Background: an optimization exercise with open tools, aiming at a short achievable clock period and few clock cycles. Do not read the settings as production practice.
The RTL was checked by simulation tests, not by an equivalence proof against the original design.
Power figures rest on the tool's default switching activity, not on a simulated workload.

==> branch pepper: inputs <==
Design rvPipeline, start of the top module:
module rvPipeline #(
    parameter int imemAddrBits = 6,
    parameter int dmemAddrBits = 6
) (
    input  logic                    clk,
    input  logic                    rst,
    input  logic                    run,
    input  logic                    progWrite,
    input  logic [imemAddrBits-1:0] progAddr,
    input  rvPkg::word_t            progData,
    output logic                    wbValid,
    output rvPkg::regAddr_t         wbReg,
    output rvPkg::word_t            wbData
);
Settings: LEC_CHECK=0, ABC_CLOCK_PERIOD_IN_PS=2500, CAP_MARGIN=20, CORE_MARGIN=2, CORE_UTILIZATION=40, SETUP_SLACK_MARGIN=5, SLEW_MARGIN=20, TNS_END_PERCENT=100; clock period 8.0 ns.
run.sh (not shown) runs the stock make flow with config.mk's settings and CLKGATE_MAP_FILE= SYNTH_SCRIPT=/design/flow/synth_recipe.tcl, a recipe that flattens the netlist after the stock synthesis.
==> inputs of branch indigo, as changes to branch pepper <==
--- a/flow/design.v
+++ b/flow/design.v
@@ -86,53 +86,59 @@
     end
     always_ff @(posedge clk) begin
         f1Cand <= cand;
         f1Hi   <= fp[4:3];
     end
-    localparam int EW = 45;
+    localparam int EW = 35;
     logic [7:0][EW-1:0] q;
     logic [EW-1:0]      new0, new1;
     logic [63:0]  newPair;
     assign newPair = f1Cand[f1Hi];
-    preDecode pre0 (.w(newPair[31:0]),  .aluOp(new0[41:32]), .st(new0[42]), .wr(new0[43]), .ld(new0[44]));
-    preDecode pre1 (.w(newPair[63:32]), .aluOp(new1[41:32]), .st(new1[42]), .wr(new1[43]), .ld(new1[44]));
+    logic [9:0] newOp0, newOp1;    
+    preDecode pre0 (.w(newPair[31:0]),  .aluOp(newOp0), .st(new0[32]), .wr(new0[33]), .ld(new0[34]));
+    preDecode pre1 (.w(newPair[63:32]), .aluOp(newOp1), .st(new1[32]), .wr(new1[33]), .ld(new1[34]));
     assign new0[31:0] = newPair[31:0];
     assign new1[31:0] = newPair[63:32];
     logic [EW-1:0] e0, e1, e2, xEnt;
     logic w0, w1, w2, s0, s1;
     logic xAt1, xAt2;
     logic take1, take2, take3;
     assign e0 = q[0];
     assign e1 = q[1];
     assign e2 = q[2];
-    assign s0 = e0[42];
-    assign s1 = e1[42];
-    assign w0 = qV[0] && e0[43];
-    assign w1 = qV[1] && e1[43];
-    assign w2 = qV[2] && e2[43];
-    assign xAt1 = qV[0] && !e0[43] && w1;
-    assign xAt2 = qV[0] && !e0[43] && qV[1] && !e1[43] && w2;
+    assign s0 = e0[32];
+    assign s1 = e1[32];
+    assign w0 = qV[0] && e0[33];
+    assign w1 = qV[1] && e1[33];
+    assign w2 = qV[2] && e2[33];
+    assign xAt1 = qV[0] && !e0[33] && w1;
+    assign xAt2 = qV[0] && !e0[33] && qV[1] && !e1[33] && w2;
     assign take3 = !stall && xAt2;
-    assign take2 = !stall && !xAt2 && qV[0] && !e0[43] && qV[1];
-    assign take1 = !stall && qV[0] && (e0[43] || !qV[1]);
+    assign take2 = !stall && !xAt2 && qV[0] && !e0[33] && qV[1];
+    assign take1 = !stall && qV[0] && (e0[33] || !qV[1]);
     assign sValid = !stall && qV[0] && s0;
-    assign uValid = !stall && !w0 && qV[1] && s1 && !e1[43];
+    assign uValid = !stall && !w0 && qV[1] && s1 && !e1[33];
     assign xValid = !stall && (w0 || xAt1 || xAt2);
     assign xEnt = xAt2 ? e2 : xAt1 ? e1 : e0;
     assign sRs1    = e0[19:15];
     assign sRs2    = e0[24:20];
     assign sImm    = {e0[27:25], e0[11:7]};
     assign uRs1    = e1[19:15];
     assign uRs2    = e1[24:20];
     assign uImm    = {e1[27:25], e1[11:7]};
-    assign xLoad   = xEnt[44];
+    assign xLoad   = xEnt[34];
     assign xRs1    = xEnt[19:15];
     assign xRs2    = xEnt[24:20];
     assign xRd     = xEnt[11:7];
     assign xUseImm = xEnt[6:0] != rvPkg::opOp;
     assign xImm    = {{20{xEnt[31]}}, xEnt[31:20]};
-    assign xAluOp  = xEnt[41:32];
+    logic [9:0] op0, op1, op2;
+    logic       dst0, dwr0, dld0, dst1, dwr1, dld1, dst2, dwr2, dld2;
+    preDecode dec0 (.w(e0[31:0]), .aluOp(op0), .st(dst0), .wr(dwr0), .ld(dld0));
+    preDecode dec1 (.w(e1[31:0]), .aluOp(op1), .st(dst1), .wr(dwr1), .ld(dld1));
+    preDecode dec2 (.w(e2[31:0]), .aluOp(op2), .st(dst2), .wr(dwr2), .ld(dld2));
+    assign xAluOp  = xAt2 ? op2 : xAt1 ? op1 : op0;
     logic [3:0][7:0][EW-1:0] nxt;
     logic   [3:0][7:0] nxtV;
     genvar ti;
     generate
         for (ti = 0; ti < 4; ti++) begin : gTake
@@ -291,12 +297,12 @@
     input  logic        we,
     input  logic [31:0] wdata,
     input  logic [63:0] wsel2,
     input  logic        we2,
     input  logic [31:0] wdata2,
-    input  logic [63:0] rsel,
-    output logic [31:0] rdata
+    input  logic [7:0]  rsel,
+    output logic [7:0][31:0] rpart
 );
     logic [63:0][31:0] dmem;
     genvar gi;
     generate
         for (gi = 0; gi < 64; gi++) begin : gDmem
@@ -305,13 +311,15 @@
                 else if (we && wsel[gi])  dmem[gi] <= wdata;
             end
         end
     endgenerate
     always_comb begin
-        rdata = '0;
-        for (int i = 0; i < 64; i++) begin
-            rdata = rdata | ({32{rsel[i]}} & dmem[i]);
+        for (int g = 0; g < 8; g++) begin
+            rpart[g] = '0;
+            for (int j = 0; j < 8; j++) begin
+                rpart[g] = rpart[g] | ({32{rsel[j]}} & dmem[g * 8 + j]);
+            end
         end
     end
 endmodule
 `timescale 1ns/1ns
 module rvPipeline #(
@@ -393,11 +401,12 @@
     logic        eXSub;
     logic [4:0]  eXSh;
     logic [5:0]  eSAddr, eUAddr;
     logic [63:0] eSSel, eUSel;
     logic [5:0]  eXAddr;
-    logic [63:0] eXSel;
+    logic [7:0]  eXGrp;
+    logic [7:0][31:0] ePart, part;
     logic        wValid;
     logic [4:0]  wRd;
     logic [31:0] wValue;
     logic [31:1] wEn;
     logic [31:1][31:0] regs;
@@ -494,11 +503,12 @@
         eXLoad  <= tXLoad;
         eXRd    <= tXRd;
         eXAluOp <= tXAluOp;
         eXSub   <= tXSub;
         eXAddr  <= tXAddr[7:2];
-        for (int i = 0; i < 64; i++) eXSel[i] <= tXLoad && tXAddr[7:2] == i;
+        for (int i = 0; i < 8; i++) eXGrp[i] <= tXLoad && tXAddr[7:5] == i;
+        ePart   <= part;
         eSAddr  <= tSAddr[7:2];
         eUAddr  <= tUAddr[7:2];
         for (int i = 0; i < 64; i++) begin
             eUSel[i] <= tUValid && tUAddr[7:2] == i;
             eSSel[i] <= tSValid && tSAddr[7:2] == i && !(tUValid && tUAddr[7:2] == i);
@@ -510,23 +520,53 @@
                    xbE ? xRes ^ {32{tXSub}} : xbVal ^ {32{tXSub}};
         eSD     <= sdE ? xRes : sdVal;
         eUD     <= udE ? xRes : udVal;
     end
     logic [31:0] aluRes, memWord, loadWord;
+    logic [7:0]  rowSel;
+    always_comb begin
+        for (int i = 0; i < 8; i++) rowSel[i] = tXAddr[4:2] == i;
+    end
+    always_comb begin
+        memWord = '0;
+        for (int i = 0; i < 8; i++) memWord = memWord | ({32{eXGrp[i]}} & ePart[i]);
+    end
+    logic        wSValid, wUValid;
+    logic [5:0]  wSAddr, wUAddr;
+    logic [31:0] wSD, wUD;
+    always_ff @(posedge clk) begin
+        if (rst) begin
+            wSValid <= 1'b0;
+            wUValid <= 1'b0;
+        end else begin
+            wSValid <= eSValid;
+            wUValid <= eUValid;
+        end
+    end
+    always_ff @(posedge clk) begin
+        wSAddr <= eSAddr;
+        wUAddr <= eUAddr;
+        wSD    <= eSD;
+        wUD    <= eUD;
+    end
     aluExecute aluExecuteInst (
         .a(eXA), .b(eXB), .bx(eXBx), .sub(eXSub), .sh(eXSh), .op(eXAluOp), .res(aluRes)
     );
     memWriteback memWritebackInst (
         .clk(clk), .wsel(eSSel), .we(eSValid), .wdata(eSD),
         .wsel2(eUSel), .we2(eUValid), .wdata2(eUD),
-        .rsel(eXSel), .rdata(memWord)
+        .rsel(rowSel), .rpart(part)
     );
-    logic hitU, hitS;
+    logic hitU, hitS, hitWU, hitWS, hitMem;
     assign hitU     = eXLoad && eUValid && eUAddr == eXAddr;
     assign hitS     = eXLoad && eSValid && eSAddr == eXAddr && !hitU;
+    assign hitWU    = eXLoad && wUValid && wUAddr == eXAddr && !hitU && !hitS;
+    assign hitWS    = eXLoad && wSValid && wSAddr == eXAddr && !hitU && !hitS && !hitWU;
+    assign hitMem   = !hitU && !hitS && !hitWU && !hitWS;
     assign loadWord = ({32{hitU}} & eUD) | ({32{hitS}} & eSD) |
-                      ({32{!hitU && !hitS}} & memWord);
+                      ({32{hitWU}} & wUD) | ({32{hitWS}} & wSD) |
+                      ({32{hitMem}} & memWord);
     assign xRes     = loadWord | aluRes;
     always_ff @(posedge clk) begin
         if (rst) begin
             wbValid <= 1'b0;
         end else begin
==> results.tsv <==
stage	metric	value	unit
die	n_tap_cell	10500	
worst_setup_path	cp.depth	11	
clock_network	clkLatencyLatePin	1220	ps
run_status	status	finished clean	
worst_setup_path	crit_family	simple AND/OR/NAND/NOR gates	
synthesis	synth_area	314000	um^2
synthesis	syn_inst	20800	
power_and_ir_drop	leakage	129	nW
synthesis	synth-xor-area-share	0.00577	
placement	gp_congestion	0.984	
timing	period_minus_slack	3730	ps
cells_and_area	final_cells	32700	
synthesis	synth_compound_area_frac	0.0700	
synthesis	synth_edf_count	5279	
route	vias_per_cell	6.67	
cells_and_area	drive_above_1_share	0.432	
(the above is from branch indigo)
==> results.tsv <==
stage	metric	value	unit
synthesis	syn_inst	20200	
synthesis	synth_edf_count	5286	
worst_setup_path	crit_family	compound AO/OA/AOI/OAI gates	
cells_and_area	final_cells	31300	
synthesis	synth_area	308000	um^2
die	n_tap_cell	10200	
clock_network	clkLatencyLatePin	1270	ps
run_status	status	finished clean	
(the above is from branch pepper)
Testbench counts of branch pepper, summed over its fixed seeds: cycles 26,141.
Testbench counts of branch indigo, summed over its fixed seeds: cycles 26,141.

-- static timing again, ports no longer ideal --
The results above use ideal ports. As a check the final layouts listed here were re-extracted and re-timed, cells and wires unchanged.
Step 1, drivers: a clkbuf_16 drives clk and a buf_2 each remaining input, both assumed.
Step 2 times the ports against the registers' clock, not the clock port: input delays grow and output delays shrink by t, the midpoint of the rising clock arrivals with the driver on.
Three values: no drivers, after step 1, after step 2; two values: the first two.
| run | shift t [ns] | setup WS [ns] | hold WS [ns] | worst data-port slew with drivers (ns) |
|---|---|---|---|---|
| branch pepper | 1.316 | 4.358 / 4.358 / 4.052 | 0.341 / 0.341 / 0.341 | 0.33 |
| branch indigo | 1.297 | 4.274 / 4.274 / 4.190 | 0.341 / 0.341 / 0.341 | 0.14 |
After both steps every run listed still meets setup and hold. For branch pepper, which loses most, drivers alone change the setup slack by 0.000 ns; drivers and shift together by -0.306 ns.
